From an optimization exercise on the open Yosys and OpenROAD flow, aimed at small area, a short achievable clock period and few clock cycles per item; shortcuts taken in it are not production practice. No functional check of the RTL was part of any run shown here. Power and IR drop assume default switching activity.

==> flow/design.v <==
package tx_zc_pkg;
    localparam int ZC_NZC_W_DEF = 12;
    localparam int ZC_OUT_W_DEF = 12;
    localparam int ZC_INV_W_DEF = 18;
    localparam int ZC_T_MULT = 24;
endpackage
module tx_zc_mul (
    input  logic        clk,
    input  logic        i_en,
    input  logic [16:0] i_th,
    input  logic [17:0] i_inv,
    output logic [11:0] o_y,
    output logic [16:0] o_p
);
    logic [18:0] thx;
    logic [8:0]  w_neg, w_one, w_two;
    logic [8:0]  neg, one, two;
    logic        r_dsgn;
    logic [18:0] pp0;
    logic [18:0] pp1;
    logic [18:0] pp2;
    logic [18:0] pp3;
    logic [18:0] pp4;
    logic [18:0] pp5;
    logic [18:0] pp6;
    logic [18:0] pp7;
    logic [18:0] pp8;
    logic [34:0] ra, rb;
    logic [34:6] r_a, r_b;
    logic        r_sgn, r_c6;
    logic [6:0]  w_l6;
    logic s1;
    logic c2;
    logic s3;
    logic c4;
    logic s5;
    logic c6;
    logic s7;
    logic c8;
    logic s9;
    logic c10;
    logic s11;
    logic c12;
    logic s13;
    logic c14;
    logic s15;
    logic c16;
    logic s17;
    logic c18;
    logic s19;
    logic c20;
    logic s21;
    logic c22;
    logic s23;
    logic c24;
    logic s25;
    logic c26;
    logic s27;
    logic c28;
    logic s29;
    logic c30;
    logic s31;
    logic c32;
    logic s33;
    logic c34;
    logic s35;
    logic c36;
    logic s37;
    logic c38;
    logic s39;
    logic c40;
    logic s41;
    logic c42;
    logic s43;
    logic c44;
    logic s45;
    logic c46;
    logic s47;
    logic c48;
    logic s49;
    logic c50;
    logic s51;
    logic c52;
    logic s53;
    logic c54;
    logic s55;
    logic c56;
    logic s57;
    logic c58;
    logic s59;
    logic c60;
    logic s61;
    logic c62;
    logic s63;
    logic c64;
    logic s65;
    logic c66;
    logic s67;
    logic c68;
    logic s69;
    logic c70;
    logic s71;
    logic c72;
    logic s73;
    logic c74;
    logic s75;
    logic c76;
    logic s77;
    logic c78;
    logic s79;
    logic c80;
    logic s81;
    logic c82;
    logic s83;
    logic c84;
    logic s85;
    logic c86;
    logic s87;
    logic c88;
    logic s89;
    logic c90;
    logic s91;
    logic c92;
    logic s93;
    logic c94;
    logic s95;
    logic c96;
    logic s97;
    logic c98;
    logic s99;
    logic c100;
    logic s101;
    logic c102;
    logic s103;
    logic c104;
    logic s105;
    logic c106;
    logic s107;
    logic c108;
    logic s109;
    logic c110;
    logic s111;
    logic c112;
    logic s113;
    logic c114;
    logic s115;
    logic c116;
    logic s117;
    logic c118;
    logic s119;
    logic c120;
    logic s121;
    logic c122;
    logic s123;
    logic c124;
    logic s125;
    logic c126;
    logic s127;
    logic c128;
    logic s129;
    logic c130;
    logic s131;
    logic c132;
    logic s133;
    logic c134;
    logic s135;
    logic c136;
    logic s137;
    logic c138;
    logic s139;
    logic c140;
    logic s141;
    logic c142;
    logic s143;
    logic c144;
    logic s145;
    logic c146;
    logic s147;
    logic c148;
    logic s149;
    logic c150;
    logic s151;
    logic c152;
    logic s153;
    logic c154;
    logic s155;
    logic c156;
    logic s157;
    logic c158;
    logic s159;
    logic c160;
    logic s161;
    logic c162;
    logic s163;
    logic c164;
    logic s165;
    logic c166;
    logic s167;
    logic c168;
    logic s169;
    logic c170;
    logic s171;
    logic c172;
    logic s173;
    logic c174;
    logic s175;
    logic c176;
    logic s177;
    logic c178;
    logic s179;
    logic c180;
    logic s181;
    logic c182;
    logic s183;
    logic c184;
    logic s185;
    logic c186;
    logic s187;
    logic c188;
    logic s189;
    logic c190;
    logic s191;
    logic c192;
    logic s193;
    logic c194;
    logic s195;
    logic c196;
    logic s197;
    logic c198;
    logic s199;
    logic c200;
    logic s201;
    logic c202;
    logic s203;
    logic c204;
    logic s205;
    logic c206;
    logic s207;
    logic c208;
    logic s209;
    logic c210;
    logic s211;
    logic c212;
    logic s213;
    logic c214;
    logic s215;
    logic c216;
    logic s217;
    logic c218;
    logic s219;
    logic c220;
    logic s221;
    logic c222;
    logic s223;
    logic c224;
    logic s225;
    logic c226;
    logic s227;
    logic c228;
    logic s229;
    logic c230;
    logic s231;
    logic c232;
    logic s233;
    logic c234;
    logic s235;
    logic c236;
    logic s237;
    logic c238;
    logic s239;
    logic c240;
    logic s241;
    logic c242;
    logic s243;
    logic c244;
    logic s245;
    logic c246;
    logic s247;
    logic c248;
    logic s249;
    logic c250;
    logic s251;
    logic c252;
    logic s253;
    logic c254;
    logic s255;
    logic c256;
    logic s257;
    logic c258;
    logic s259;
    logic c260;
    logic s261;
    logic c262;
    logic s263;
    logic c264;
    logic s265;
    logic c266;
    logic s267;
    logic c268;
    logic s269;
    logic c270;
    logic s271;
    logic c272;
    logic s273;
    logic c274;
    logic s275;
    logic c276;
    logic s277;
    logic c278;
    logic s279;
    logic c280;
    logic s281;
    logic c282;
    logic s283;
    logic c284;
    logic s285;
    logic c286;
    logic s287;
    logic c288;
    logic s289;
    logic c290;
    logic s291;
    logic c292;
    logic s293;
    logic c294;
    logic s295;
    logic c296;
    logic s297;
    logic c298;
    logic s299;
    logic c300;
    logic s301;
    logic c302;
    logic s303;
    logic c304;
    logic s305;
    logic c306;
    assign thx = {i_th[16], i_th, 1'b0};
    always_comb begin
        for (int i = 0; i < 9; i++) begin
            w_neg[i] = thx[2*i+2] & ~(thx[2*i+1] & thx[2*i]);
            w_one[i] = thx[2*i+1] ^ thx[2*i];
            w_two[i] = (thx[2*i+2] & ~thx[2*i+1] & ~thx[2*i]) | (~thx[2*i+2] & thx[2*i+1] & thx[2*i]);
        end
    end
    always_ff @(posedge clk) begin
        if (i_en) begin
            neg    <= w_neg;
            one    <= w_one;
            two    <= w_two;
            r_dsgn <= i_th[16];
        end
    end
    assign pp0 = (({19{one[0]}} & {1'b0, i_inv}) | ({19{two[0]}} & {i_inv, 1'b0})) ^ {19{neg[0]}};
    assign pp1 = (({19{one[1]}} & {1'b0, i_inv}) | ({19{two[1]}} & {i_inv, 1'b0})) ^ {19{neg[1]}};
    assign pp2 = (({19{one[2]}} & {1'b0, i_inv}) | ({19{two[2]}} & {i_inv, 1'b0})) ^ {19{neg[2]}};
    assign pp3 = (({19{one[3]}} & {1'b0, i_inv}) | ({19{two[3]}} & {i_inv, 1'b0})) ^ {19{neg[3]}};
    assign pp4 = (({19{one[4]}} & {1'b0, i_inv}) | ({19{two[4]}} & {i_inv, 1'b0})) ^ {19{neg[4]}};
    assign pp5 = (({19{one[5]}} & {1'b0, i_inv}) | ({19{two[5]}} & {i_inv, 1'b0})) ^ {19{neg[5]}};
    assign pp6 = (({19{one[6]}} & {1'b0, i_inv}) | ({19{two[6]}} & {i_inv, 1'b0})) ^ {19{neg[6]}};
    assign pp7 = (({19{one[7]}} & {1'b0, i_inv}) | ({19{two[7]}} & {i_inv, 1'b0})) ^ {19{neg[7]}};
    assign pp8 = (({19{one[8]}} & {1'b0, i_inv}) | ({19{two[8]}} & {i_inv, 1'b0})) ^ {19{neg[8]}};
    assign s1 = pp0[16] ^ pp1[14];
    assign c2 = pp0[16] & pp1[14];
    assign s3 = pp0[17] ^ pp1[15];
    assign c4 = pp0[17] & pp1[15];
    assign s5 = pp0[18] ^ pp1[16];
    assign c6 = pp0[18] & pp1[16];
    assign s7 = pp1[17] ^ pp2[15];
    assign c8 = pp1[17] & pp2[15];
    assign s9 = pp1[18] ^ pp2[16];
    assign c10 = pp1[18] & pp2[16];
    assign s11 = ~neg[1] ^ pp2[17];
    assign c12 = ~neg[1] & pp2[17];
    assign s13 = pp0[10] ^ pp1[8];
    assign c14 = pp0[10] & pp1[8];
    assign s15 = pp0[11] ^ pp1[9];
    assign c16 = pp0[11] & pp1[9];
    assign s17 = pp0[12] ^ pp1[10] ^ pp2[8];
    assign c18 = (pp0[12] & pp1[10]) | (pp0[12] & pp2[8]) | (pp1[10] & pp2[8]);
    assign s19 = pp3[6] ^ pp4[4];
    assign c20 = pp3[6] & pp4[4];
    assign s21 = pp0[13] ^ pp1[11] ^ pp2[9];
    assign c22 = (pp0[13] & pp1[11]) | (pp0[13] & pp2[9]) | (pp1[11] & pp2[9]);
    assign s23 = pp3[7] ^ pp4[5];
    assign c24 = pp3[7] & pp4[5];
    assign s25 = pp0[14] ^ pp1[12] ^ pp2[10];
    assign c26 = (pp0[14] & pp1[12]) | (pp0[14] & pp2[10]) | (pp1[12] & pp2[10]);
    assign s27 = pp3[8] ^ pp4[6] ^ pp5[4];
    assign c28 = (pp3[8] & pp4[6]) | (pp3[8] & pp5[4]) | (pp4[6] & pp5[4]);
    assign s29 = pp6[2] ^ pp7[0];
    assign c30 = pp6[2] & pp7[0];
    assign s31 = pp0[15] ^ pp1[13] ^ pp2[11];
    assign c32 = (pp0[15] & pp1[13]) | (pp0[15] & pp2[11]) | (pp1[13] & pp2[11]);
    assign s33 = pp3[9] ^ pp4[7] ^ pp5[5];
    assign c34 = (pp3[9] & pp4[7]) | (pp3[9] & pp5[5]) | (pp4[7] & pp5[5]);
    assign s35 = pp6[3] ^ pp7[1];
    assign c36 = pp6[3] & pp7[1];
    assign s37 = pp2[12] ^ pp3[10] ^ pp4[8];
    assign c38 = (pp2[12] & pp3[10]) | (pp2[12] & pp4[8]) | (pp3[10] & pp4[8]);
    assign s39 = pp5[6] ^ pp6[4] ^ pp7[2];
    assign c40 = (pp5[6] & pp6[4]) | (pp5[6] & pp7[2]) | (pp6[4] & pp7[2]);
    assign s41 = pp8[0] ^ neg[8] ^ s1;
    assign c42 = (pp8[0] & neg[8]) | (pp8[0] & s1) | (neg[8] & s1);
    assign s43 = pp2[13] ^ pp3[11] ^ pp4[9];
    assign c44 = (pp2[13] & pp3[11]) | (pp2[13] & pp4[9]) | (pp3[11] & pp4[9]);
    assign s45 = pp5[7] ^ pp6[5] ^ pp7[3];
    assign c46 = (pp5[7] & pp6[5]) | (pp5[7] & pp7[3]) | (pp6[5] & pp7[3]);
    assign s47 = pp8[1] ^ s3 ^ c2;
    assign c48 = (pp8[1] & s3) | (pp8[1] & c2) | (s3 & c2);
    assign s49 = pp2[14] ^ pp3[12] ^ pp4[10];
    assign c50 = (pp2[14] & pp3[12]) | (pp2[14] & pp4[10]) | (pp3[12] & pp4[10]);
    assign s51 = pp5[8] ^ pp6[6] ^ pp7[4];
    assign c52 = (pp5[8] & pp6[6]) | (pp5[8] & pp7[4]) | (pp6[6] & pp7[4]);
    assign s53 = pp8[2] ^ s5 ^ c4;
    assign c54 = (pp8[2] & s5) | (pp8[2] & c4) | (s5 & c4);
    assign s55 = pp3[13] ^ pp4[11] ^ pp5[9];
    assign c56 = (pp3[13] & pp4[11]) | (pp3[13] & pp5[9]) | (pp4[11] & pp5[9]);
    assign s57 = pp6[7] ^ pp7[5] ^ pp8[3];
    assign c58 = (pp6[7] & pp7[5]) | (pp6[7] & pp8[3]) | (pp7[5] & pp8[3]);
    assign s59 = neg[0] ^ s7 ^ c6;
    assign c60 = (neg[0] & s7) | (neg[0] & c6) | (s7 & c6);
    assign s61 = pp3[14] ^ pp4[12] ^ pp5[10];
    assign c62 = (pp3[14] & pp4[12]) | (pp3[14] & pp5[10]) | (pp4[12] & pp5[10]);
    assign s63 = pp6[8] ^ pp7[6] ^ pp8[4];
    assign c64 = (pp6[8] & pp7[6]) | (pp6[8] & pp8[4]) | (pp7[6] & pp8[4]);
    assign s65 = neg[0] ^ s9 ^ c8;
    assign c66 = (neg[0] & s9) | (neg[0] & c8) | (s9 & c8);
    assign s67 = pp3[15] ^ pp4[13] ^ pp5[11];
    assign c68 = (pp3[15] & pp4[13]) | (pp3[15] & pp5[11]) | (pp4[13] & pp5[11]);
    assign s69 = pp6[9] ^ pp7[7] ^ pp8[5];
    assign c70 = (pp6[9] & pp7[7]) | (pp6[9] & pp8[5]) | (pp7[7] & pp8[5]);
    assign s71 = ~neg[0] ^ s11 ^ c10;
    assign c72 = (~neg[0] & s11) | (~neg[0] & c10) | (s11 & c10);
    assign s73 = pp2[18] ^ pp3[16] ^ pp4[14];
    assign c74 = (pp2[18] & pp3[16]) | (pp2[18] & pp4[14]) | (pp3[16] & pp4[14]);
    assign s75 = pp5[12] ^ pp6[10] ^ pp7[8];
    assign c76 = (pp5[12] & pp6[10]) | (pp5[12] & pp7[8]) | (pp6[10] & pp7[8]);
    assign s77 = ~(pp8[6] ^ c12);
    assign c78 = pp8[6] | c12;
    assign s79 = ~neg[2] ^ pp3[17] ^ pp4[15];
    assign c80 = (~neg[2] & pp3[17]) | (~neg[2] & pp4[15]) | (pp3[17] & pp4[15]);
    assign s81 = pp5[13] ^ pp6[11] ^ pp7[9];
    assign c82 = (pp5[13] & pp6[11]) | (pp5[13] & pp7[9]) | (pp6[11] & pp7[9]);
    assign s83 = pp3[18] ^ pp4[16] ^ pp5[14];
    assign c84 = (pp3[18] & pp4[16]) | (pp3[18] & pp5[14]) | (pp4[16] & pp5[14]);
    assign s85 = pp6[12] ^ pp7[10];
    assign c86 = pp6[12] & pp7[10];
    assign s87 = ~neg[3] ^ pp4[17] ^ pp5[15];
    assign c88 = (~neg[3] & pp4[17]) | (~neg[3] & pp5[15]) | (pp4[17] & pp5[15]);
    assign s89 = pp4[18] ^ pp5[16];
    assign c90 = pp4[18] & pp5[16];
    assign s91 = pp0[6] ^ pp1[4];
    assign c92 = pp0[6] & pp1[4];
    assign s93 = pp0[7] ^ pp1[5];
    assign c94 = pp0[7] & pp1[5];
    assign s95 = pp0[8] ^ pp1[6] ^ pp2[4];
    assign c96 = (pp0[8] & pp1[6]) | (pp0[8] & pp2[4]) | (pp1[6] & pp2[4]);
    assign s97 = pp3[2] ^ pp4[0];
    assign c98 = pp3[2] & pp4[0];
    assign s99 = pp0[9] ^ pp1[7] ^ pp2[5];
    assign c100 = (pp0[9] & pp1[7]) | (pp0[9] & pp2[5]) | (pp1[7] & pp2[5]);
    assign s101 = pp3[3] ^ pp4[1];
    assign c102 = pp3[3] & pp4[1];
    assign s103 = pp2[6] ^ pp3[4] ^ pp4[2];
    assign c104 = (pp2[6] & pp3[4]) | (pp2[6] & pp4[2]) | (pp3[4] & pp4[2]);
    assign s105 = pp5[0] ^ neg[5] ^ s13;
    assign c106 = (pp5[0] & neg[5]) | (pp5[0] & s13) | (neg[5] & s13);
    assign s107 = pp2[7] ^ pp3[5] ^ pp4[3];
    assign c108 = (pp2[7] & pp3[5]) | (pp2[7] & pp4[3]) | (pp3[5] & pp4[3]);
    assign s109 = pp5[1] ^ s15 ^ c14;
    assign c110 = (pp5[1] & s15) | (pp5[1] & c14) | (s15 & c14);
    assign s111 = pp5[2] ^ pp6[0] ^ neg[6];
    assign c112 = (pp5[2] & pp6[0]) | (pp5[2] & neg[6]) | (pp6[0] & neg[6]);
    assign s113 = s17 ^ s19 ^ c16;
    assign c114 = (s17 & s19) | (s17 & c16) | (s19 & c16);
    assign s115 = pp5[3] ^ pp6[1] ^ s21;
    assign c116 = (pp5[3] & pp6[1]) | (pp5[3] & s21) | (pp6[1] & s21);
    assign s117 = s23 ^ c18 ^ c20;
    assign c118 = (s23 & c18) | (s23 & c20) | (c18 & c20);
    assign s119 = neg[7] ^ s25 ^ s27;
    assign c120 = (neg[7] & s25) | (neg[7] & s27) | (s25 & s27);
    assign s121 = s29 ^ c22 ^ c24;
    assign c122 = (s29 & c22) | (s29 & c24) | (c22 & c24);
    assign s123 = s31 ^ s33 ^ s35;
    assign c124 = (s31 & s33) | (s31 & s35) | (s33 & s35);
    assign s125 = c26 ^ c28 ^ c30;
    assign c126 = (c26 & c28) | (c26 & c30) | (c28 & c30);
    assign s127 = s37 ^ s39 ^ s41;
    assign c128 = (s37 & s39) | (s37 & s41) | (s39 & s41);
    assign s129 = c32 ^ c34 ^ c36;
    assign c130 = (c32 & c34) | (c32 & c36) | (c34 & c36);
    assign s131 = s43 ^ s45 ^ s47;
    assign c132 = (s43 & s45) | (s43 & s47) | (s45 & s47);
    assign s133 = c38 ^ c40 ^ c42;
    assign c134 = (c38 & c40) | (c38 & c42) | (c40 & c42);
    assign s135 = s49 ^ s51 ^ s53;
    assign c136 = (s49 & s51) | (s49 & s53) | (s51 & s53);
    assign s137 = c44 ^ c46 ^ c48;
    assign c138 = (c44 & c46) | (c44 & c48) | (c46 & c48);
    assign s139 = s55 ^ s57 ^ s59;
    assign c140 = (s55 & s57) | (s55 & s59) | (s57 & s59);
    assign s141 = c50 ^ c52 ^ c54;
    assign c142 = (c50 & c52) | (c50 & c54) | (c52 & c54);
    assign s143 = s61 ^ s63 ^ s65;
    assign c144 = (s61 & s63) | (s61 & s65) | (s63 & s65);
    assign s145 = c56 ^ c58 ^ c60;
    assign c146 = (c56 & c58) | (c56 & c60) | (c58 & c60);
    assign s147 = s67 ^ s69 ^ s71;
    assign c148 = (s67 & s69) | (s67 & s71) | (s69 & s71);
    assign s149 = c62 ^ c64 ^ c66;
    assign c150 = (c62 & c64) | (c62 & c66) | (c64 & c66);
    assign s151 = s73 ^ s75 ^ s77;
    assign c152 = (s73 & s75) | (s73 & s77) | (s75 & s77);
    assign s153 = c68 ^ c70 ^ c72;
    assign c154 = (c68 & c70) | (c68 & c72) | (c70 & c72);
    assign s155 = pp8[7] ^ s79 ^ s81;
    assign c156 = (pp8[7] & s79) | (pp8[7] & s81) | (s79 & s81);
    assign s157 = c74 ^ c76 ^ c78;
    assign c158 = (c74 & c76) | (c74 & c78) | (c76 & c78);
    assign s159 = ~(pp8[8] ^ s83);
    assign c160 = pp8[8] | s83;
    assign s161 = s85 ^ c80 ^ c82;
    assign c162 = (s85 & c80) | (s85 & c82) | (c80 & c82);
    assign s163 = pp6[13] ^ pp7[11] ^ pp8[9];
    assign c164 = (pp6[13] & pp7[11]) | (pp6[13] & pp8[9]) | (pp7[11] & pp8[9]);
    assign s165 = s87 ^ c84 ^ c86;
    assign c166 = (s87 & c84) | (s87 & c86) | (c84 & c86);
    assign s167 = pp6[14] ^ pp7[12] ^ pp8[10];
    assign c168 = (pp6[14] & pp7[12]) | (pp6[14] & pp8[10]) | (pp7[12] & pp8[10]);
    assign s169 = ~(s89 ^ c88);
    assign c170 = s89 | c88;
    assign s171 = ~neg[4] ^ pp5[17] ^ pp6[15];
    assign c172 = (~neg[4] & pp5[17]) | (~neg[4] & pp6[15]) | (pp5[17] & pp6[15]);
    assign s173 = pp7[13] ^ pp8[11] ^ c90;
    assign c174 = (pp7[13] & pp8[11]) | (pp7[13] & c90) | (pp8[11] & c90);
    assign s175 = pp5[18] ^ pp6[16] ^ pp7[14];
    assign c176 = (pp5[18] & pp6[16]) | (pp5[18] & pp7[14]) | (pp6[16] & pp7[14]);
    assign s177 = ~pp8[12];
    assign c178 = pp8[12];
    assign s179 = ~neg[5] ^ pp6[17] ^ pp7[15];
    assign c180 = (~neg[5] & pp6[17]) | (~neg[5] & pp7[15]) | (pp6[17] & pp7[15]);
    assign s181 = pp6[18] ^ pp7[16];
    assign c182 = pp6[18] & pp7[16];
    assign s183 = pp0[4] ^ pp1[2];
    assign c184 = pp0[4] & pp1[2];
    assign s185 = pp0[5] ^ pp1[3] ^ pp2[1];
    assign c186 = (pp0[5] & pp1[3]) | (pp0[5] & pp2[1]) | (pp1[3] & pp2[1]);
    assign s187 = pp2[2] ^ pp3[0] ^ neg[3];
    assign c188 = (pp2[2] & pp3[0]) | (pp2[2] & neg[3]) | (pp3[0] & neg[3]);
    assign s189 = pp2[3] ^ pp3[1] ^ s93;
    assign c190 = (pp2[3] & pp3[1]) | (pp2[3] & s93) | (pp3[1] & s93);
    assign s191 = neg[4] ^ s95 ^ s97;
    assign c192 = (neg[4] & s95) | (neg[4] & s97) | (s95 & s97);
    assign s193 = s99 ^ s101 ^ c96;
    assign c194 = (s99 & s101) | (s99 & c96) | (s101 & c96);
    assign s195 = s103 ^ s105 ^ c100;
    assign c196 = (s103 & s105) | (s103 & c100) | (s105 & c100);
    assign s197 = s107 ^ s109 ^ c104;
    assign c198 = (s107 & s109) | (s107 & c104) | (s109 & c104);
    assign s199 = s111 ^ s113 ^ c108;
    assign c200 = (s111 & s113) | (s111 & c108) | (s113 & c108);
    assign s201 = s115 ^ s117 ^ c112;
    assign c202 = (s115 & s117) | (s115 & c112) | (s117 & c112);
    assign s203 = s119 ^ s121 ^ c116;
    assign c204 = (s119 & s121) | (s119 & c116) | (s121 & c116);
    assign s205 = s123 ^ s125 ^ c120;
    assign c206 = (s123 & s125) | (s123 & c120) | (s125 & c120);
    assign s207 = s127 ^ s129 ^ c124;
    assign c208 = (s127 & s129) | (s127 & c124) | (s129 & c124);
    assign s209 = s131 ^ s133 ^ c128;
    assign c210 = (s131 & s133) | (s131 & c128) | (s133 & c128);
    assign s211 = s135 ^ s137 ^ c132;
    assign c212 = (s135 & s137) | (s135 & c132) | (s137 & c132);
    assign s213 = s139 ^ s141 ^ c136;
    assign c214 = (s139 & s141) | (s139 & c136) | (s141 & c136);
    assign s215 = s143 ^ s145 ^ c140;
    assign c216 = (s143 & s145) | (s143 & c140) | (s145 & c140);
    assign s217 = s147 ^ s149 ^ c144;
    assign c218 = (s147 & s149) | (s147 & c144) | (s149 & c144);
    assign s219 = s151 ^ s153 ^ c148;
    assign c220 = (s151 & s153) | (s151 & c148) | (s153 & c148);
    assign s221 = s155 ^ s157 ^ c152;
    assign c222 = (s155 & s157) | (s155 & c152) | (s157 & c152);
    assign s223 = s159 ^ s161 ^ c156;
    assign c224 = (s159 & s161) | (s159 & c156) | (s161 & c156);
    assign s225 = s163 ^ s165 ^ c160;
    assign c226 = (s163 & s165) | (s163 & c160) | (s165 & c160);
    assign s227 = s167 ^ s169 ^ c164;
    assign c228 = (s167 & s169) | (s167 & c164) | (s169 & c164);
    assign s229 = s171 ^ s173 ^ c168;
    assign c230 = (s171 & s173) | (s171 & c168) | (s173 & c168);
    assign s231 = s175 ^ s177 ^ c172;
    assign c232 = (s175 & s177) | (s175 & c172) | (s177 & c172);
    assign s233 = pp8[13] ^ s179 ^ c176;
    assign c234 = (pp8[13] & s179) | (pp8[13] & c176) | (s179 & c176);
    assign s235 = ~(pp8[14] ^ s181);
    assign c236 = pp8[14] | s181;
    assign s237 = ~neg[6] ^ pp7[17] ^ pp8[15];
    assign c238 = (~neg[6] & pp7[17]) | (~neg[6] & pp8[15]) | (pp7[17] & pp8[15]);
    assign s239 = pp7[18] ^ pp8[16];
    assign c240 = pp7[18] & pp8[16];
    assign s241 = pp0[2] ^ pp1[0];
    assign c242 = pp0[2] & pp1[0];
    assign s243 = pp0[3] ^ pp1[1];
    assign c244 = pp0[3] & pp1[1];
    assign s245 = pp2[0] ^ neg[2] ^ s183;
    assign c246 = (pp2[0] & neg[2]) | (pp2[0] & s183) | (neg[2] & s183);
    assign s247 = ~(s185 ^ c184);
    assign c248 = s185 | c184;
    assign s249 = s91 ^ s187 ^ c186;
    assign c250 = (s91 & s187) | (s91 & c186) | (s187 & c186);
    assign s251 = c92 ^ s189 ^ c188;
    assign c252 = (c92 & s189) | (c92 & c188) | (s189 & c188);
    assign s253 = c94 ^ s191 ^ c190;
    assign c254 = (c94 & s191) | (c94 & c190) | (s191 & c190);
    assign s255 = c98 ^ s193 ^ c192;
    assign c256 = (c98 & s193) | (c98 & c192) | (s193 & c192);
    assign s257 = c102 ^ s195 ^ c194;
    assign c258 = (c102 & s195) | (c102 & c194) | (s195 & c194);
    assign s259 = c106 ^ s197 ^ c196;
    assign c260 = (c106 & s197) | (c106 & c196) | (s197 & c196);
    assign s261 = c110 ^ s199 ^ c198;
    assign c262 = (c110 & s199) | (c110 & c198) | (s199 & c198);
    assign s263 = c114 ^ s201 ^ c200;
    assign c264 = (c114 & s201) | (c114 & c200) | (s201 & c200);
    assign s265 = c118 ^ s203 ^ c202;
    assign c266 = (c118 & s203) | (c118 & c202) | (s203 & c202);
    assign s267 = c122 ^ s205 ^ c204;
    assign c268 = (c122 & s205) | (c122 & c204) | (s205 & c204);
    assign s269 = c126 ^ s207 ^ c206;
    assign c270 = (c126 & s207) | (c126 & c206) | (s207 & c206);
    assign s271 = c130 ^ s209 ^ c208;
    assign c272 = (c130 & s209) | (c130 & c208) | (s209 & c208);
    assign s273 = c134 ^ s211 ^ c210;
    assign c274 = (c134 & s211) | (c134 & c210) | (s211 & c210);
    assign s275 = c138 ^ s213 ^ c212;
    assign c276 = (c138 & s213) | (c138 & c212) | (s213 & c212);
    assign s277 = c142 ^ s215 ^ c214;
    assign c278 = (c142 & s215) | (c142 & c214) | (s215 & c214);
    assign s279 = c146 ^ s217 ^ c216;
    assign c280 = (c146 & s217) | (c146 & c216) | (s217 & c216);
    assign s281 = c150 ^ s219 ^ c218;
    assign c282 = (c150 & s219) | (c150 & c218) | (s219 & c218);
    assign s283 = c154 ^ s221 ^ c220;
    assign c284 = (c154 & s221) | (c154 & c220) | (s221 & c220);
    assign s285 = c158 ^ s223 ^ c222;
    assign c286 = (c158 & s223) | (c158 & c222) | (s223 & c222);
    assign s287 = c162 ^ s225 ^ c224;
    assign c288 = (c162 & s225) | (c162 & c224) | (s225 & c224);
    assign s289 = c166 ^ s227 ^ c226;
    assign c290 = (c166 & s227) | (c166 & c226) | (s227 & c226);
    assign s291 = c170 ^ s229 ^ c228;
    assign c292 = (c170 & s229) | (c170 & c228) | (s229 & c228);
    assign s293 = c174 ^ s231 ^ c230;
    assign c294 = (c174 & s231) | (c174 & c230) | (s231 & c230);
    assign s295 = c178 ^ s233 ^ c232;
    assign c296 = (c178 & s233) | (c178 & c232) | (s233 & c232);
    assign s297 = c180 ^ s235 ^ c234;
    assign c298 = (c180 & s235) | (c180 & c234) | (s235 & c234);
    assign s299 = c182 ^ s237 ^ c236;
    assign c300 = (c182 & s237) | (c182 & c236) | (s237 & c236);
    assign s301 = ~(s239 ^ c238);
    assign c302 = s239 | c238;
    assign s303 = ~neg[7] ^ pp8[17] ^ c240;
    assign c304 = (~neg[7] & pp8[17]) | (~neg[7] & c240) | (pp8[17] & c240);
    assign s305 = ~pp8[18];
    assign c306 = pp8[18];
    assign ra[0] = pp0[0];
    assign rb[0] = neg[0];
    assign ra[1] = pp0[1];
    assign rb[1] = 1'b0;
    assign ra[2] = neg[1];
    assign rb[2] = s241;
    assign ra[3] = s243;
    assign rb[3] = c242;
    assign ra[4] = s245;
    assign rb[4] = c244;
    assign ra[5] = s247;
    assign rb[5] = c246;
    assign ra[6] = s249;
    assign rb[6] = c248;
    assign ra[7] = s251;
    assign rb[7] = c250;
    assign ra[8] = s253;
    assign rb[8] = c252;
    assign ra[9] = s255;
    assign rb[9] = c254;
    assign ra[10] = s257;
    assign rb[10] = c256;
    assign ra[11] = s259;
    assign rb[11] = c258;
    assign ra[12] = s261;
    assign rb[12] = c260;
    assign ra[13] = s263;
    assign rb[13] = c262;
    assign ra[14] = s265;
    assign rb[14] = c264;
    assign ra[15] = s267;
    assign rb[15] = c266;
    assign ra[16] = s269;
    assign rb[16] = c268;
    assign ra[17] = s271;
    assign rb[17] = c270;
    assign ra[18] = s273;
    assign rb[18] = c272;
    assign ra[19] = s275;
    assign rb[19] = c274;
    assign ra[20] = s277;
    assign rb[20] = c276;
    assign ra[21] = s279;
    assign rb[21] = c278;
    assign ra[22] = s281;
    assign rb[22] = c280;
    assign ra[23] = s283;
    assign rb[23] = c282;
    assign ra[24] = s285;
    assign rb[24] = c284;
    assign ra[25] = s287;
    assign rb[25] = c286;
    assign ra[26] = s289;
    assign rb[26] = c288;
    assign ra[27] = s291;
    assign rb[27] = c290;
    assign ra[28] = s293;
    assign rb[28] = c292;
    assign ra[29] = s295;
    assign rb[29] = c294;
    assign ra[30] = s297;
    assign rb[30] = c296;
    assign ra[31] = s299;
    assign rb[31] = c298;
    assign ra[32] = s301;
    assign rb[32] = c300;
    assign ra[33] = s303;
    assign rb[33] = c302;
    assign ra[34] = s305;
    assign rb[34] = c304;
    assign w_l6 = {1'b0, ra[5:0]} + {1'b0, rb[5:0]};
    always_ff @(posedge clk) begin
        if (i_en) begin
            r_a   <= ra[34:6];
            r_b   <= rb[34:6];
            r_sgn <= r_dsgn;
            r_c6  <= w_l6[6];
        end
    end
    logic [22:6] w_lo;
    logic [17:0] w_sum;
    assign w_sum = {r_a[22:6], r_c6} + {r_b[22:6], r_c6};
    assign w_lo  = w_sum[17:1];
    assign o_p  = w_lo[22:6];
    logic [34:17] w_p, w_o, w_g;
    logic         w_z0, w_z1;
    assign w_p   = r_a[34:17] ^ r_b[34:17];
    assign w_o   = r_a[34:17] | r_b[34:17];
    assign w_g   = r_a[34:17] & r_b[34:17];
    assign w_z0  = !w_lo[17] && (w_o[33:17] == w_p[34:18]);
    assign w_z1  = w_lo[17] && (w_g[33:17] == ~w_p[34:18]);
    assign o_y   = (w_z0 || w_z1) ? w_lo[17:6] : (r_sgn ? 12'h800 : 12'h7ff);
endmodule
module tx_zc_phase_gen #(
    parameter int NZC_W  = tx_zc_pkg::ZC_NZC_W_DEF,
    parameter int OUT_W  = tx_zc_pkg::ZC_OUT_W_DEF,
    parameter int INV_W  = tx_zc_pkg::ZC_INV_W_DEF,
    parameter int PH_W   = NZC_W + 5
) (
    input  logic             sys_clk,
    input  logic             rst,
    input  logic             start,
    input  logic             abort,
    input  logic [NZC_W-1:0] zc_N_zc,
    input  logic [NZC_W-1:0] zc_len,
    input  logic [NZC_W-1:0] zc_start_index,
    input  logic [PH_W-1:0]  zc_Q,
    input  logic [PH_W-1:0]  zc_P,
    input  logic [INV_W-1:0] zc_inv_T,
    input  logic             theta_ready,
    output logic             theta_valid,
    output logic [OUT_W-1:0] theta_data,
    output logic             theta_last,
    output logic             busy,
    output logic             cfg_err
);
    logic        r_busy, r_idle, r_cfg_err;
    logic        r_ph_q2;    
    logic        r_ph_q2b;   
    logic        r_ph_e0;    
    logic        r_ph_run;   
    logic        r_ph_w1;    
    logic        r_ph_w2;    
    logic        r_ph_w3;    
    logic        r_s1_valid, r_s1_last, r_s2_valid, r_s2_last, r_out_valid, r_out_last;
    logic [11:0] r_out_data;
    logic [11:0] r_nzc;          
    logic [13:0] r_nt3;          
    logic [16:0] r_q;            
    logic [16:0] r_p;            
    logic [17:0] r_inv;          
    logic [11:0] r_rem;          
    logic [11:0] r_skip;         
    logic [11:0]        r_mc;    
    logic               r_wrap;  
    logic               r_usep;  
    logic signed [16:0] r_th;    
    logic [16:0]        r_e;     
    logic [4:0]         r_z;     
    logic [4:0]         r_pm;    
    logic [13:0] w_3n;
    logic [14:0] w_qc_a, w_qc_b, w_qc_s, w_qc_c, w_qc_r;
    logic [14:0] w_pc_s, w_pc_c, w_pc_r;
    logic [15:0] w_q2_a, w_q2_b, w_q2_s, w_q2_c, w_q2x;
    logic        w_cfg_ok, w_accept, w_adv, w_step, w_done, w_last_step;
    logic [16:0] w_t;
    logic [16:0] w_q2;
    logic [18:0] w_tha, w_thb, w_tnx, w_hnx, w_ths, w_s1, w_c1, w_ths_m, w_s2, w_c2, w_thc;
    logic [16:0] w_th_nxt;
    logic        w_wrap_nxt, w_e0_nxt;
    logic [16:0] w_ea;
    logic [18:0] w_eq, w_tx, w_ed, w_s3, w_c3, w_edt;
    logic [16:0] w_e_nxt;
    logic [1:0]  w_p3;
    logic [4:0]  w_pm;
    logic [3:0]  w_zl_s;
    logic [4:0]  w_z_nxt, w_zth5;
    logic [16:0] w_zth;
    logic [17:0] w_mul_b;
    logic [11:0] w_sat;
    logic [16:0] w_prod;
    logic        w_th_ld;
    logic [16:0] w_th_d;
    assign w_qc_a   = {3'b000, zc_N_zc};
    assign w_qc_b   = ~{1'b0, zc_N_zc, 2'b00};
    assign w_qc_s   = w_qc_a ^ w_qc_b ^ {1'b0, zc_Q[16:3]};
    assign w_qc_c   = {(w_qc_a[13:0] & w_qc_b[13:0]) | ((w_qc_a[13:0] | w_qc_b[13:0]) & zc_Q[16:3]), 1'b1};
    assign w_qc_r   = w_qc_s + w_qc_c;
    assign w_pc_s   = w_qc_a ^ w_qc_b ^ {1'b0, zc_P[16:3]};
    assign w_pc_c   = {(w_qc_a[13:0] & w_qc_b[13:0]) | ((w_qc_a[13:0] | w_qc_b[13:0]) & zc_P[16:3]), 1'b1};
    assign w_pc_r   = w_pc_s + w_pc_c;
    assign w_cfg_ok = (zc_N_zc[11:2] != '0 || zc_N_zc[1:0] == 2'd3) && (zc_len != '0) &&
                      (zc_start_index < zc_len) && w_qc_r[14] && w_pc_r[14];
    assign w_accept = !r_busy && start && w_cfg_ok;
    assign w_adv       = !(r_out_valid && !theta_ready);
    assign w_step      = w_adv && r_ph_run;
    assign w_last_step = (r_rem == 12'd1);
    assign w_done      = r_out_valid && r_out_last && theta_ready;
    assign w_t    = ~{r_nt3, 3'b111};
    assign w_3n    = 14'(r_nzc) + {1'b0, r_nzc, 1'b0};
    assign w_q2_a  = {4'b0000, r_nzc};
    assign w_q2_b  = ~{2'b00, r_nzc, 2'b00};
    assign w_q2_s  = w_q2_a ^ w_q2_b ^ {1'b0, r_q[16:2]};
    assign w_q2_c  = {(w_q2_a[14:0] & w_q2_b[14:0]) | ((w_q2_a[14:0] | w_q2_b[14:0]) & r_q[16:2]), 1'b1};
    assign w_q2x   = w_q2_s + w_q2_c;
    assign w_q2    = r_e[15] ? {r_q[15:0], 1'b0} : {r_e[13:0], r_q[1:0], 1'b0};
    assign w_tha  = {r_th[16], r_th[16], r_th};
    assign w_thb  = {2'b00, r_e};
    assign w_tnx  = {2'b11, r_nt3, 3'b111};
    assign w_hnx  = {3'b111, r_nt3, 2'b11};
    assign w_ths  = w_tha + w_thb;
    assign w_s1   = w_tha ^ w_thb ^ w_tnx;
    assign w_c1   = {(w_tha[17:0] & w_thb[17:0]) | (w_tha[17:0] & w_tnx[17:0]) | (w_thb[17:0] & w_tnx[17:0]), 1'b1};
    assign w_ths_m = w_s1 + w_c1;
    assign w_s2   = w_tha ^ w_thb ^ w_hnx;
    assign w_c2   = {(w_tha[17:0] & w_thb[17:0]) | (w_tha[17:0] & w_hnx[17:0]) | (w_thb[17:0] & w_hnx[17:0]), 1'b1};
    assign w_thc  = w_s2 + w_c2;
    assign w_th_nxt = w_thc[18] ? w_ths[16:0] : w_ths_m[16:0];
    assign w_ea   = r_usep ? r_p : r_e;
    assign w_eq   = {2'b11, r_q};
    assign w_tx   = {2'b00, w_t};
    assign w_ed   = {2'b00, w_ea} + w_eq + 19'd1;
    assign w_s3   = {2'b00, w_ea} ^ w_eq ^ w_tx;
    assign w_c3   = {({1'b0, w_ea} & w_eq[17:0]) | ({1'b0, w_ea} & w_tx[17:0]) | (w_eq[17:0] & w_tx[17:0]), 1'b1};
    assign w_edt  = w_s3 + w_c3;
    assign w_e_nxt = w_ed[18] ? w_edt[16:0] : w_ed[16:0];
    function automatic logic [1:0] add3(input logic [1:0] a, input logic [1:0] b);
        case ({a, b})
            4'b0000: add3 = 2'd0;  4'b0001: add3 = 2'd1;  4'b0010: add3 = 2'd2;
            4'b0100: add3 = 2'd1;  4'b0101: add3 = 2'd2;  4'b0110: add3 = 2'd0;
            4'b1000: add3 = 2'd2;  4'b1001: add3 = 2'd0;  4'b1010: add3 = 2'd1;
            default: add3 = 2'd0;
        endcase
    endfunction
    function automatic logic [1:0] red3(input logic [1:0] g);
        red3 = {g[1] & ~g[0], g[0] & ~g[1]};
    endfunction
    always_comb begin
        logic [1:0] r0, r1, r2, r3, r4, r5, r6;
        r0 = red3(r_p[4:3]);   r1 = red3(r_p[6:5]);   r2 = red3(r_p[8:7]);
        r3 = red3(r_p[10:9]);  r4 = red3(r_p[12:11]); r5 = red3(r_p[14:13]);
        r6 = red3(r_p[16:15]);
        w_p3 = add3(add3(add3(r0, r1), add3(r2, r3)), add3(add3(r4, r5), r6));
    end
    assign w_pm = {w_p3, r_p[2:0]};
    assign w_zl_s  = {1'b0, r_z[2:0]} + {1'b0, r_pm[2:0]};
    assign w_z_nxt = {add3(add3(r_z[4:3], r_pm[4:3]), {1'b0, w_zl_s[3]}), w_zl_s[2:0]};
    assign w_zth5  = (r_z[4:3] == 2'd2) ? {2'b11, r_z[2:0]} :
                     (r_z[4:3] == 2'd1 && r_z[2]) ? {2'b10, r_z[2:0]} : {1'b0, r_z[3], r_z[2:0]};
    assign w_zth   = {{12{w_zth5[4]}}, w_zth5};
    always_comb begin
        if (r_ph_q2)      w_th_d = '0;
        else if (r_ph_w3) w_th_d = w_prod;
        else if (r_wrap)  w_th_d = w_zth;
        else              w_th_d = w_th_nxt;
    end
    assign w_th_ld = r_ph_q2 || (w_adv && (r_ph_run || r_ph_w3));
    assign w_mul_b = r_ph_w2 ? {r_nzc, 6'b000000} : r_inv;
    tx_zc_mul u_mul (.clk(sys_clk), .i_en(w_adv), .i_th(r_th), .i_inv(w_mul_b),
                     .o_y(w_sat), .o_p(w_prod));
    assign w_e0_nxt   = !rst && !abort && r_busy && r_ph_q2b;
    assign w_wrap_nxt = r_ph_q2 ? 1'b0 : (w_step ? (!r_wrap && r_mc == 12'd2) : r_wrap);
    always_ff @(posedge sys_clk) begin
        if (rst || abort) begin
            r_busy      <= 1'b0;
            r_idle      <= 1'b1;
            r_ph_q2     <= 1'b0;
            r_ph_q2b    <= 1'b0;
            r_ph_e0     <= 1'b0;
            r_ph_run    <= 1'b0;
            r_ph_w1     <= 1'b0;
            r_ph_w2     <= 1'b0;
            r_ph_w3     <= 1'b0;
            r_s1_valid  <= 1'b0;
            r_s1_last   <= 1'b0;
            r_s2_valid  <= 1'b0;
            r_s2_last   <= 1'b0;
            r_out_valid <= 1'b0;
            r_out_last  <= 1'b0;
            r_cfg_err   <= 1'b0;
        end else begin
            r_cfg_err <= !r_busy && start && !w_cfg_ok;
            if (!r_busy) begin
                r_busy  <= w_accept;
                r_idle  <= !w_accept;
                r_ph_q2 <= w_accept;
            end else begin
                if (w_done) begin
                    r_busy <= 1'b0;
                    r_idle <= 1'b1;
                end
                r_ph_q2  <= 1'b0;
                r_ph_q2b <= r_ph_q2;
                r_ph_e0  <= r_ph_q2b;
                if (r_ph_e0) r_ph_run <= 1'b1;
                if (w_adv) begin
                    if (r_ph_run && (w_last_step || r_wrap)) r_ph_run <= 1'b0;
                    r_ph_w1 <= r_ph_run && !w_last_step && r_wrap;
                    r_ph_w2 <= r_ph_w1;
                    r_ph_w3 <= r_ph_w2;
                    if (r_ph_w3) r_ph_run <= 1'b1;
                end
            end
            if (w_adv) begin
                r_s1_valid  <= w_step && (r_skip == '0);
                r_s1_last   <= w_last_step;
                r_s2_valid  <= r_s1_valid;
                r_s2_last   <= r_s1_last;
                r_out_valid <= r_s2_valid;
                r_out_last  <= r_s2_last;
            end
        end
    end
    always_ff @(posedge sys_clk) begin
        if (r_idle) begin
            r_nzc  <= zc_N_zc;
            r_q    <= zc_Q;
            r_p    <= zc_P;
            r_inv  <= zc_inv_T;
            r_rem  <= zc_len;
            r_skip <= zc_start_index;
        end else begin
            if (r_ph_q2)  r_nt3 <= ~w_3n;
            if (r_ph_q2b) r_q   <= ~w_q2;
            if (w_step) begin
                r_rem <= r_rem - 12'd1;
                if (r_skip != '0) r_skip <= r_skip - 12'd1;
            end
        end
    end
    always_ff @(posedge sys_clk) begin
        if (w_th_ld) begin
            r_th <= w_th_d;
        end
        r_wrap <= w_wrap_nxt;
        r_usep <= w_e0_nxt || w_wrap_nxt;
        if (r_ph_q2) begin
            r_mc   <= r_nzc;
            r_pm   <= w_pm;
            r_z    <= w_pm;
        end
        if (r_ph_q2) begin
            r_e <= {1'b0, w_q2x};
        end
        if (r_ph_e0) begin
            r_e <= w_e_nxt;
        end
        if (w_step) begin
            r_e <= w_e_nxt;
            if (r_wrap) begin
                r_z    <= w_z_nxt;
                r_mc   <= r_nzc;
            end else begin
                r_mc   <= r_mc - 12'd1;
            end
        end
        if (w_adv) begin
            r_out_data <= w_sat;
        end
    end
    assign theta_valid = r_out_valid;
    assign theta_data  = r_out_data;
    assign theta_last  = r_out_last;
    assign busy        = r_busy;
    assign cfg_err     = r_cfg_err;
endmodule
==> flow/flow/run.sh <==
#!/bin/bash
# The standard layout, with the ports buffered by buf_2 cells instead of the
# default choice of buffer cell.
set -euo pipefail
export BUFFER_PORTS_ARGS="-buffer_cell sky130_fd_sc_hd__buf_2"
bash standard.sh > standard.log 2>&1
==> flow/standard.sh <==
#!/bin/bash
# synth_recipe.tcl (not shown) runs the flow's synth.tcl, then flattens the netlist and writes it again
# the make line also repeats each setting of config.mk as NAME=value (left out here)
make -C /OpenROAD-flow-scripts/flow DESIGN_CONFIG=/design/flow/config.mk WORK_HOME=/design/flow/orfs CLKGATE_MAP_FILE= SYNTH_SCRIPT=/design/flow/synth_recipe.tcl "${@:-finish}"
==> flow/config.mk <==
export PLATFORM = sky130hd
export DESIGN_NAME = tx_zc_phase_gen
export DESIGN_NICKNAME = tx_zc_phase_gen
export VERILOG_FILES = /design/flow/design.v
export SDC_FILE = /design/flow/constraint.sdc
export NUM_CORES = 4
export LEC_CHECK = 0
export CAP_MARGIN = 20
export CORE_MARGIN = 2
export CORE_UTILIZATION = 40
export SETUP_SLACK_MARGIN = 4.0
export SLEW_MARGIN = 20
==> flow/constraint.sdc <==
create_clock -name core_clock -period 8.0 [get_ports {sys_clk}]
set_input_delay 1.6000 -clock core_clock [delete_from_list [all_inputs] [get_ports {sys_clk}]]
set_output_delay 1.6000 -clock core_clock [all_outputs]
set_load 0.01 [all_outputs]
==> results of run 1 <==
==> layout make-up <==
| class | count | area, sq um | share of cell area |
|---|---|---|---|
| Sequential cell | 275 | 8035 | 0.2625 |
| Inverter | 411 | 1549 | 0.05060 |
| Tap cell | 873 | 1092 | 0.03568 |
| Clock inverter | 19 | 207.7 | 0.006785 |
| Clock buffer | 47 | 972.2 | 0.03176 |
| Timing Repair Buffer | 194 | 1234 | 0.04030 |
| Antenna cell | 1 | 2.502 | 0.00008174 |
| Multi-Input combinational cell | 1961 | 17520 | 0.5723 |
==> stage by stage <==
| step | total power [mW] | setup slack (ns) | instances | hold slack [ns] |
|---|---|---|---|---|
| CTS | 8.258 | 3.989 | 3735 | 0.4212 |
| global placement | 6.402 | 3.247 | 3652 | 0.4073 |
| detailed placement | 6.534 | 3.373 | 3653 | 0.4080 |
| finish | 8.296 | 4.018 | 3781 | 0.4272 |
| global route | 8.952 | 3.929 | 3780 | 0.4276 |
| floorplan | 5.272 | 3.990 | 2762 | 0.4003 |
==> path summary, 6_finish.rpt <==
path / slack (ns) / depth (start not counted) / end
worst max-delay path: 4.02 / 12 / u_mul.r_a[25]$_DFFE_PN_
worst min-delay path: 0.43 / 0 / u_mul.r_sgn$_DFFE_PN_
worst max register to register: 4.02 / 12 / u_mul.r_a[25]$_DFFE_PN_
worst min register to register: 0.43 / 0 / u_mul.r_sgn$_DFFE_PN_
==> cells by family after synthesis <==
logic type,Yosys count,share of synthesized area
AOI/OAI and AO/OA,573,0.1427
xor gates and xnor gates,316,0.1013
adders and majority gates,460,0.2659
buffers and inverters,529,0.07305
DFF,275,0.2939
muxes,82,0.03142
and+or+nand+nor,527,0.09178
==> state kept, by name, indices dropped and copies added (netlist names), 14 cells and up <==
| signal | count |
|---|---|
| r_inv | 18 |
| u_mul.r_a | 29 |
| r_q | 17 |
| r_p | 17 |
| u_mul.r_b | 29 |
| r_e | 17 |
| r_th | 17 |
| r_nt3 | 14 |
==> critical path, stage by stage, from the launching register on <==
cell	delay [ns]
dfxtp_4	0.41
buf_8	0.15
mux2_4	0.37
buf_4	0.16
buf_4	0.13
a22oi_1	0.23
xnor2_1	0.18
fa_1	0.48
fa_1	0.55
inv_1	0.05
fa_1	0.49
inv_1	0.05
fa_1	0.44
==> power by group through the flow <==
| stage | combinational, mW | sequential (mW) | clock [mW] |
|---|---|---|---|
| finish | 4.48 | 2.18 | 1.64 |
| global route | 5.03 | 2.20 | 1.72 |
| CTS | 4.40 | 2.18 | 1.68 |
| detailed placement | 4.32 | 2.22 | 0 |
| global placement | 4.19 | 2.21 | 0 |
| floorplan | 3.16 | 2.12 | 0 |
==> placed cells by master (no fill, tap or decap), types with 101 or more instances in the layout <==
master,Yosys,routed
nand2_1,167,167
o21ai_0,105,101
fa_1,201,201
nor2_1,129,129
a22oi_1,137,128
inv_1,407,405
buf_2,2,108
a21oi_1,108,107
edfxtp_1,252,252
xnor2_1,209,209
xor2_1,107,107
ha_1,259,259
==> repair_timing <==
| item | 4_1_cts | 5_1_grt |
|---|---|---|
| gates cloned | 0 | 3 |
| pin swaps | 2 | 12 |
| endpoints found under the setup margin | 54 | 45 |
| gates resized for setup | 14 | 37 |
| setup buffers | 16 | 42 |
| hold buffers | 0 | 0 |
==> synthesized netlist by cell type (10+ instances only) <==
master    instances  area share
a21oi_1         108       0.020
xnor2_1         209       0.067
o211ai_1         10      0.0027
dfxtp_1          23       0.017
fa_1            201        0.15
nor2_1          129       0.018
or3_1            20      0.0046
nor4_1           17      0.0039
xor2_1          107       0.034
a21o_1           29      0.0080
nor2b_1          28      0.0064
inv_1           407       0.056
o21ai_0         105       0.019
a31oi_1          19      0.0044
ha_1            259        0.12
o31ai_1          10      0.0027
nand3_1          40      0.0073
mux2_2           19      0.0078
a211oi_1         19      0.0052
nand4_1          14      0.0032
o21bai_1         14      0.0038
o21a_1           33      0.0091
edfxtp_1        252        0.28
a22oi_1         137       0.038
nor3_1           39      0.0071
nand2_1         167       0.023
nand2b_1         23      0.0053
buf_1            36      0.0049
mux2i_1          57       0.021
clkbuf_1         78       0.011
==> metal layers <==
layer  part of all wire  track usage
met3              0.057      0.02648
met1               0.43       0.2795
met5                  0            0
met2               0.48       0.3761
met4              0.033      0.07360
==> results.toml, run 1 <==
[min_path]
worstHoldPathType = "reg -> reg"
min_from = "u_mul.r_dsgn$_DFFE_PN_"

[sta]
setup_violations = 0
hold_violations = 0
tightest_slew_ns = 1.061
period_share = 0.4978
tns_ns = 0
rsz0062_at_grt = "yes"
slew-limit-headroom = 0.2923
fin_skew_ns = 0.02351
fmax_ghz = 0.2511
period_minus_slack_ns = 3.982
final_max_slew_viol_count = 0

[clock_network]
cts_buffers = 36
cts_sinks = 275
clk_latency_ns = 0.57
clockBufferDepth = 3
cts-root-buf = "clkbuf_16"
clkTransAtPathRegs_ns = 0.06
cts_tree = "built"
h-tree-depth = 2

[yosys]
ys_types = 83
avgSynthCellArea_sq_um = 9.891
async_flop_share = 0
synth_flop_cell = "edfxtp_1"
syn_nets = 3315
synth_edf_count = 252
syn_area_sq_mm = 0.02732
ys_warn_count = 2
syn_inst = 2762
ys_seq_area_frac = 0.2939
synth-seq-cells = 275

[grt]
grt_max_degree = 72
grt.overflow.total = 0
grt_pass1_vias = 21770
antenna_found_initial = 0
grt.total_usage = 0.2168
grt_first_pass_wirelength_um = 120100

[setup_path]
crit_start = "r_ph_w2$_SDFFE_PP0P_"
worstReg2RegStart = "r_ph_w2$_SDFFE_PP0P_"
cp_max_fo = 8
critPathRequiredTime_ns = 8.30
worstSetupStartpointType = "flip-flop"
setup.worst_path.class = "reg -> reg"
arrival_ns = 4.29
endpoint_kind = "flip-flop"

[floorplan]
die_h_um = 265.3
num_rows = 95
io_pins = 109
core_sq_mm = 0.06740
die_area_sq_mm = 0.07040
die_x_um = 265.3
start_util = 0.4053

[finish]
postLayoutCellArea_sq_mm = 0.03061
final_util = 0.4542
layout.nets = 3432
fillers = 6274
synthToLayoutAreaGrowth_pct = 12.06
drive_gt1_frac = 0.1115

[pwr]
p_leak_nw = 13.48
vdd_drop_max_mv = 0.1539
power_density_mw_per_mm2 = 271.0
p_sw_mw = 3.526
switching_share = 0.4250
seqPwrFrac = 0.262
p_int_mw = 4.770
clkPwrFrac = 0.198
pwr-share-comb = 0.540

[placed_design]
hpwl_um = 59550
numPortBuffers = 108
place_area_sq_mm = 0.02874
finalWeightedCongestion = 0.9400

[drt]
drc_errors = 0
drtAntennaViolNets = 0
num_vias = 21020
firstDrtPassIters = 7
drtIter0Drc = 1656
viasPerCell = 5.560
wl_per_cell_um = 20.42
routed_wl_um = 77200

[run]
maxCapViolCount = 0

[run_status]
status = "no timing/DRC/antenna violations"
==> run 2, diff against run 1 <==
--- a/flow/design.v
+++ b/flow/design.v
@@ -801,7 +801,6 @@
     logic [11:0] r_skip;         
     logic [11:0]        r_mc;    
     logic               r_wrap;  
-    logic               r_usep;  
     logic signed [16:0] r_th;    
     logic [16:0]        r_e;     
     logic [4:0]         r_z;     
@@ -815,7 +814,7 @@
     logic [16:0] w_q2;
     logic [18:0] w_tha, w_thb, w_tnx, w_hnx, w_ths, w_s1, w_c1, w_ths_m, w_s2, w_c2, w_thc;
     logic [16:0] w_th_nxt;
-    logic        w_wrap_nxt, w_e0_nxt;
+    logic        w_wrap_nxt;
     logic [16:0] w_ea;
     logic [18:0] w_eq, w_tx, w_ed, w_s3, w_c3, w_edt;
     logic [16:0] w_e_nxt;
@@ -864,7 +863,7 @@
     assign w_c2   = {(w_tha[17:0] & w_thb[17:0]) | (w_tha[17:0] & w_hnx[17:0]) | (w_thb[17:0] & w_hnx[17:0]), 1'b1};
     assign w_thc  = w_s2 + w_c2;
     assign w_th_nxt = w_thc[18] ? w_ths[16:0] : w_ths_m[16:0];
-    assign w_ea   = r_usep ? r_p : r_e;
+    assign w_ea   = r_e;
     assign w_eq   = {2'b11, r_q};
     assign w_tx   = {2'b00, w_t};
     assign w_ed   = {2'b00, w_ea} + w_eq + 19'd1;
@@ -906,7 +905,6 @@
     assign w_mul_b = r_ph_w2 ? {r_nzc, 6'b000000} : r_inv;
     tx_zc_mul u_mul (.clk(sys_clk), .i_en(w_adv), .i_th(r_th), .i_inv(w_mul_b),
                      .o_y(w_sat), .o_p(w_prod));
-    assign w_e0_nxt   = !rst && !abort && r_busy && r_ph_q2b;
     assign w_wrap_nxt = r_ph_q2 ? 1'b0 : (w_step ? (!r_wrap && r_mc == 12'd2) : r_wrap);
     always_ff @(posedge sys_clk) begin
         if (rst || abort) begin
@@ -970,6 +968,7 @@
         end else begin
             if (r_ph_q2)  r_nt3 <= ~w_3n;
             if (r_ph_q2b) r_q   <= ~w_q2;
+            if (r_ph_e0)  r_p   <= w_e_nxt;
             if (w_step) begin
                 r_rem <= r_rem - 12'd1;
                 if (r_skip != '0) r_skip <= r_skip - 12'd1;
@@ -981,7 +980,6 @@
             r_th <= w_th_d;
         end
         r_wrap <= w_wrap_nxt;
-        r_usep <= w_e0_nxt || w_wrap_nxt;
         if (r_ph_q2) begin
             r_mc   <= r_nzc;
             r_pm   <= w_pm;
@@ -990,11 +988,14 @@
         if (r_ph_q2) begin
             r_e <= {1'b0, w_q2x};
         end
+        if (r_ph_q2b) begin
+            r_e <= r_p;
+        end
         if (r_ph_e0) begin
             r_e <= w_e_nxt;
         end
         if (w_step) begin
-            r_e <= w_e_nxt;
+            r_e <= r_wrap ? r_p : w_e_nxt;
             if (r_wrap) begin
                 r_z    <= w_z_nxt;
                 r_mc   <= r_nzc;
==> run 2 against run 1 <==
Critical path type unchanged. Count of clock-buffer cells in the layout unchanged. Sequential power decreased by 2%. Critical endpoint is now u_mul.r_a[21]$_DFFE_PN_. Sequential share of layout area decreased by 0.26 points. Clock skew increased by 0.0050 ns. Sequential cell count decreased by 1. Maximum frequency increased by 0.65%. Global-route usage increased by 0.88 points. Power decreased by 11%. Design area increased by 0.74%. Register-to-register slack improved by 0.03 ns. Worst hold slack got worse by 0.0081 ns. Via count decreased by 0.32%.
==> results.toml, run 2 <==
[run_status]
status = "no timing/DRC/antenna violations"

[clock_network]
clk_latency_ns = 0.57
cts_buffers = 36
h-tree-depth = 2
cts-root-buf = "clkbuf_16"
clockBufferDepth = 3
clkTransAtPathRegs_ns = 0.06
cts_tree = "built"
cts_sinks = 274
cts_hold_buffers = 0

[yosys]
synth_xor_area_frac = 0.1029
synth_edf_count = 252
async_flop_share = 0
avgSynthCellArea_sq_um = 9.898
syn_nets = 3312
synthTopCellsByArea = "edfxtp_1, fa_1, ha_1"
yosys.area_share.adder = 0.2660
synth-seq-cells = 274
synth_mux_area_frac = 0.03060
synth-simple-area-share = 0.09003
synth_top_area_frac = 0.2771
syn_area_sq_mm = 0.02731
yosysMostFrequentCell = "inv_1"
synth_top_family_by_area = "adder cells"
ys_warn_count = 2
synth_compound_area_frac = 0.1450
ys_seq_area_frac = 0.2932
syn_inst = 2759
synth_common_cells = "inv_1, ha_1, edfxtp_1"
synth_flop_cell = "edfxtp_1"
ys_types = 91
yosysTopAreaCell = "edfxtp_1"

[grt]
grt_pass1_vias = 21260
grt.total_usage = 0.2256
met3_usage = 0.03647
grt.busiest_layer = "met2"
grt_max_degree = 77
antenna_found_initial = 2
grt_first_pass_wirelength_um = 122800
grt.overflow.total = 0
globalRouteMet1Util = 0.3072
grtUsageMet2 = 0.3654

[min_path]
holdPathStages = 0
min_from = "u_mul.r_dsgn$_DFFE_PN_"
worstHoldPathType = "reg -> reg"
holdPathEnd = "u_mul.r_sgn$_DFFE_PN_"

[finish]
mostFrequentLayoutCell = "inv_1"
layout.nets = 3447
drive_gt1_frac = 0.1318
fillers = 6297
final_cells = 3795
synthToLayoutAreaGrowth_pct = 12.93
reg_top3 = "u_mul.r_a x29, u_mul.r_b x29, r_inv x18"
diodes = 0
layout_common_cells = "inv_1, ha_1, edfxtp_1"

[floorplan]
die_h_um = 265.3
core_sq_mm = 0.06740
start_util = 0.4052
die_x_um = 265.3
io_pins = 109
die_area_sq_mm = 0.07038
num_rows = 95

[placed_design]
placedCellCount = 3649
hpwl_um = 61210
finalWeightedCongestion = 0.9125
numPortBuffers = 108

[drt]
wl_per_cell_um = 21.15
firstDrtPassIters = 6
routed_wl_um = 80270
drtAntennaViolNets = 0
viasPerCell = 5.521
num_vias = 20950
drtIter0Drc = 1482
drc_errors = 0

[sta]
final_max_slew_viol_count = 0
slew-limit-headroom = 0.3186
hold_violations = 0
fin_skew_ns = 0.02852
tns_ns = 0
period_minus_slack_ns = 3.957
rsz0062_at_grt = "yes"
period_share = 0.4946
fmax_ghz = 0.2527
tightest_slew_ns = 1.022
setup_violations = 0

[setup_path]
cp_max_fo = 7
arrival_ns = 4.24
critPathSlowestCell = "fa_1"
reg2reg_slack_ns = 4.04
cpPeakStageDelay_ns = 0.56
endpoint_kind = "flip-flop"
crit_top_cell = "fa_1"
critPathRequiredTime_ns = 8.29
crit_buf_inv = 4
reg2reg_to = "u_mul.r_a[21]$_DFFE_PN_"
path_cells = "buf_6 > buf_4 > mux2_4 > a22oi_2 > xnor2_1 > fa_1 > inv_1 > fa_1 > fa_1 > inv_1 > fa_1"
path_delay_family = "adder cells"
ff2ff_path_depth = 11
worstReg2RegStart = "r_ph_w2$_SDFFE_PP0P_"
setup.worst_path.class = "reg -> reg"
worstSetupStartpointType = "flip-flop"

[pwr]
vdd_drop_max_mv = 0.1308
power_density_mw_per_mm2 = 238.6
p_leak_nw = 13.57

[run]
maxCapViolCount = 0
==> run 2: report_power, final <==
part           switching, mW  internal, mW
sequential             0.190          1.94
combinational           2.13          1.49
clock                  0.667         0.950
==> run 2: worst max path at each step <==
stage,slack [ns],from,to,depth (start not counted)
global route,3.79,r_th[1]$_SDFFCE_PP0P_,r_th[15]$_SDFFCE_PP0P_,13
CTS,4.00,u_mul.one[2]$_DFFE_PN_,u_mul.r_a[20]$_DFFE_PN_,9
finish,4.04,r_ph_w2$_SDFFE_PP0P_,u_mul.r_a[21]$_DFFE_PN_,11
floorplan,4.00,r_ph_w2$_SDFFE_PP0P_,u_mul.r_a[19]$_DFFE_PN_,13
global placement,2.57,theta_ready,r_e[4]$_DFFE_PP_,8
detailed placement,2.48,theta_ready,r_e[8]$_DFFE_PP_,8
==> run 2: worst register-to-register path: stages, from the launching register on <==
cell and delay (ns):
dfxtp_4 0.42, buf_6 0.15, buf_4 0.15, mux2_4 0.39
a22oi_2 0.25, xnor2_1 0.13, fa_1 0.54, inv_1 0.06
fa_1 0.53, fa_1 0.56, inv_1 0.07, fa_1 0.46
==> run 2: cell type report <==
cell class	instances	area, sq um	share of cell area
timing repair inverter	1	8.758	0.0002840
inverter	396	1499	0.04860
timing repair buffer	216	1440	0.04670
multi-input combinational	1969	17590	0.5704
sequential	274	8015	0.2599
clock inverter	19	168.9	0.005477
clock buffer	47	1026	0.03327
tap	873	1092	0.03542
==> run 2: repair_timing <==
action / in CTS / in global routing
endpoints found under the setup margin: 126 / 65
buffers inserted: 11 / 66
gates resized for setup: 15 / 46
pin swaps: 0 / 25
gates cloned: 1 / 2
==> run 2: cells by family (layout without fill, tap and decap cells) <==
kind of cell	Yosys count	in the layout
simple gates	519	519
xor+xnor	321	321
mux	79	81
buf+inv	518	679
flops	274	274
fa+ha+maj	460	460
compound gates	588	588
==> run 2: stage by stage <==
step	util	hold WS, ns	area, sq um	power (mW)	setup slack, ns
floorplan	-	0.4003	27360	4.538	4.004
global placement	0.4261	0.4125	28720	5.598	2.571
detailed placement	0.4261	0.4176	28720	5.707	2.484
CTS	0.4460	0.4198	30060	7.358	4.001
global route	0.4576	0.4377	30840	7.898	3.787
finish	0.4576	0.4191	30840	7.359	4.043
==> run 2: metal layers <==
| metal | vias up | part of all wire |
|---|---|---|
| met2 | 808 | 0.46 |
| met5 | - | 0.00017 |
| met1 | 10210 | 0.44 |
| met4 | 2 | 0.031 |
| li1 | 9783 | - |
| met3 | 148 | 0.073 |
==> run 3, diff against run 2 <==
--- a/flow/config.mk
+++ b/flow/config.mk
@@ -8,5 +8,8 @@
 export CAP_MARGIN = 20
 export CORE_MARGIN = 2
 export CORE_UTILIZATION = 40
+export CTS_BUF_LIST = sky130_fd_sc_hd__clkbuf_8
+export CTS_CLUSTER_DIAMETER = 60
+export CTS_CLUSTER_SIZE = 20
 export SETUP_SLACK_MARGIN = 4.0
 export SLEW_MARGIN = 20
==> run 3 against run 2 <==
Cell count down 0.76%. Largest cell class unchanged. Non-clock buffer count decreased by 19. Still clean on timing, DRC and antenna. Synthesized cell count is the same. Critical endpoint is now u_mul.r_a[23]$_DFFE_PN_. Register-to-register slack about the same. Sequential power hardly changed. Worst hold slack better by 0.0057 ns.
==> results.toml, run 3 <==
[run_status]
status = "no timing/DRC/antenna violations"

[setup_path]
path_delay_family = "adder cells"
critPathRequiredTime_ns = 8.38
crit_buf_inv = 3
endpoint_kind = "flip-flop"
path_cells = "buf_4 > mux2_4 > buf_4 > a22oi_2 > xnor2_1 > fa_1 > fa_1 > fa_1 > inv_1 > fa_1"
worstSetupStartpointType = "flip-flop"
critPathSlowestCell = "fa_1"
setup.worst_path.class = "reg -> reg"
crit_top_cell = "fa_1"
cpPeakStageDelay_ns = 0.57
arrival_ns = 4.35
cp_max_fo = 9

[sta]
tightest_slew_ns = 1.020
fmax_ghz = 0.2521
fin_skew_ns = 0.05049
slew-limit-headroom = 0.3203
hold_violations = 0
tns_ns = 0
period_minus_slack_ns = 3.967
setup_violations = 0
period_share = 0.4959
final_max_slew_viol_count = 0
rsz0062_at_grt = "yes"

[finish]
synthToLayoutAreaGrowth_pct = 10.32
layout_common_cells = "inv_1, ha_1, edfxtp_1"
mostFrequentLayoutCell = "inv_1"
diodes = 0
reg_top3 = "u_mul.r_a x29, u_mul.r_b x29, r_inv x18"
drive_gt1_frac = 0.1206
final_cells = 3766
layout.nets = 3421
postLayoutCellArea_sq_mm = 0.03013

[yosys]
syn_area_sq_mm = 0.02731
async_flop_share = 0
synth_common_cells = "inv_1, ha_1, edfxtp_1"
ys_warn_count = 2
yosysMostFrequentCell = "inv_1"
ys_seq_area_frac = 0.2932
syn_inst = 2759
synthTopCellsByArea = "edfxtp_1, fa_1, ha_1"
avgSynthCellArea_sq_um = 9.898
yosysTopAreaCell = "edfxtp_1"
syn_nets = 3312
synth_edf_count = 252
synth_flop_cell = "edfxtp_1"
synth_top_area_frac = 0.2771
ys_types = 91
synth-seq-cells = 274

[drt]
drc_errors = 0
routed.top_layer = "met4"
drtAntennaViolNets = 0
num_vias = 20910
wl_met2_um = 36490
routed_wl_um = 79120
wl_met1_um = 34590
wl_met3_um = 5661
firstDrtPassIters = 6
wl_per_cell_um = 21.01
drtIter0Drc = 1458
viasPerCell = 5.552

[floorplan]
die_area_sq_mm = 0.07038
die_x_um = 265.3
core_sq_mm = 0.06740
num_rows = 95
start_util = 0.4052
io_pins = 109
die_h_um = 265.3

[grt]
grt.total_usage = 0.2230
grt.overflow.total = 0
antenna_found_initial = 2
grt_max_degree = 77
grt_pass1_vias = 21140
grt_first_pass_wirelength_um = 122300

[min_path]
worstHoldPathType = "reg -> reg"

[placed_design]
place_area_sq_mm = 0.02872
hpwl_um = 61210
numPortBuffers = 108
finalWeightedCongestion = 0.9125
placedCellCount = 3649

[clock_network]
cts_tree = "built"
cts_sinks = 274
cts_hold_buffers = 0
cts-root-buf = "clkbuf_8"
h-tree-depth = 1
clk_latency_ns = 0.69
clkTransAtPathRegs_ns = 0.09
clockBufferDepth = 3
cts_buffers = 31

[pwr]
power_mw = 6.795
p_leak_nw = 13.22
vdd_drop_max_mv = 0.1319
power_density_mw_per_mm2 = 225.5

[run]
maxCapViolCount = 0
-- run 3: cell counts after synthesis --
No cell type changed its count.
-- run 3: cell type report --
| type | instances | area, sq um |
|---|---|---|
| Clock buffer | 31 | 426.7 |
| Clock inverter | 27 | 280.3 |
| Fill cell | 6392 | 37270 |
| Inverter | 396 | 1499 |
| Multi-Input combinational cell | 1967 | 17490 |
| Sequential cell | 274 | 8015 |
| Tap cell | 873 | 1092 |
| Timing Repair Buffer | 197 | 1320 |
| Timing Repair inverter | 1 | 8.758 |
-- run 3: logic make-up (layout without fill, tap and decap cells) --
logic type | count (synthesis) | after routing | synth area share
flops | 274 | 274 | 0.2932
compound gates | 588 | 588 | 0.1450
xor+xnor | 321 | 321 | 0.1029
fa+ha+maj | 460 | 460 | 0.2660
mux | 79 | 79 | 0.03060
simple gates | 519 | 519 | 0.09003
buf+inv | 518 | 652 | 0.07225
-- run 3: power by group --
group | leakage, nW | internal [mW] | total [mW] | switching, mW
registers | 2.76 | 1.93 | 2.12 | 0.189
logic | 10.1 | 1.48 | 3.60 | 2.12
clock network | 0.349 | 0.441 | 1.08 | 0.638
total | 13.2 | 3.85 | 6.80 | 2.95
-- run 3: repair_timing --
action	4_1_cts	5_1_grt
pin swaps	0	4
endpoints found under the setup margin	73	49
resized for setup	13	26
buffers inserted	8	50
gates cloned	1	0
-- run 3: final timing paths --
path	depth (start not counted)	slack, ns	startpoint	end
worst min-delay path	0	0.42	u_mul.r_dsgn$_DFFE_PN_	u_mul.r_sgn$_DFFE_PN_
worst min register to register	0	0.42	u_mul.r_dsgn$_DFFE_PN_	u_mul.r_sgn$_DFFE_PN_
worst max-delay path	10	4.03	r_nzc[8]$_DFFE_PP_	u_mul.r_a[23]$_DFFE_PN_
worst max register to register	10	4.03	r_nzc[8]$_DFFE_PP_	u_mul.r_a[23]$_DFFE_PN_
-- run 3: metal layers --
| metal | vias up | global-route usage |
|---|---|---|
| li1 | 9711 | - |
| met1 | 10230 | 0.3057 |
| met2 | 841 | 0.3660 |
| met3 | 123 | 0.03277 |
| met4 | 0 | 0.06535 |
| met5 | - | 0 |
-- run 3: per-stage QoR --
stage	hold WS [ns]	utilization	setup WS (ns)
floorplan	0.4003	-	4.004
global placement	0.4125	0.4261	2.571
detailed placement	0.4176	0.4261	2.484
CTS	0.4280	0.4384	4.002
global route	0.4475	0.4470	3.896
finish	0.4248	0.4470	4.033
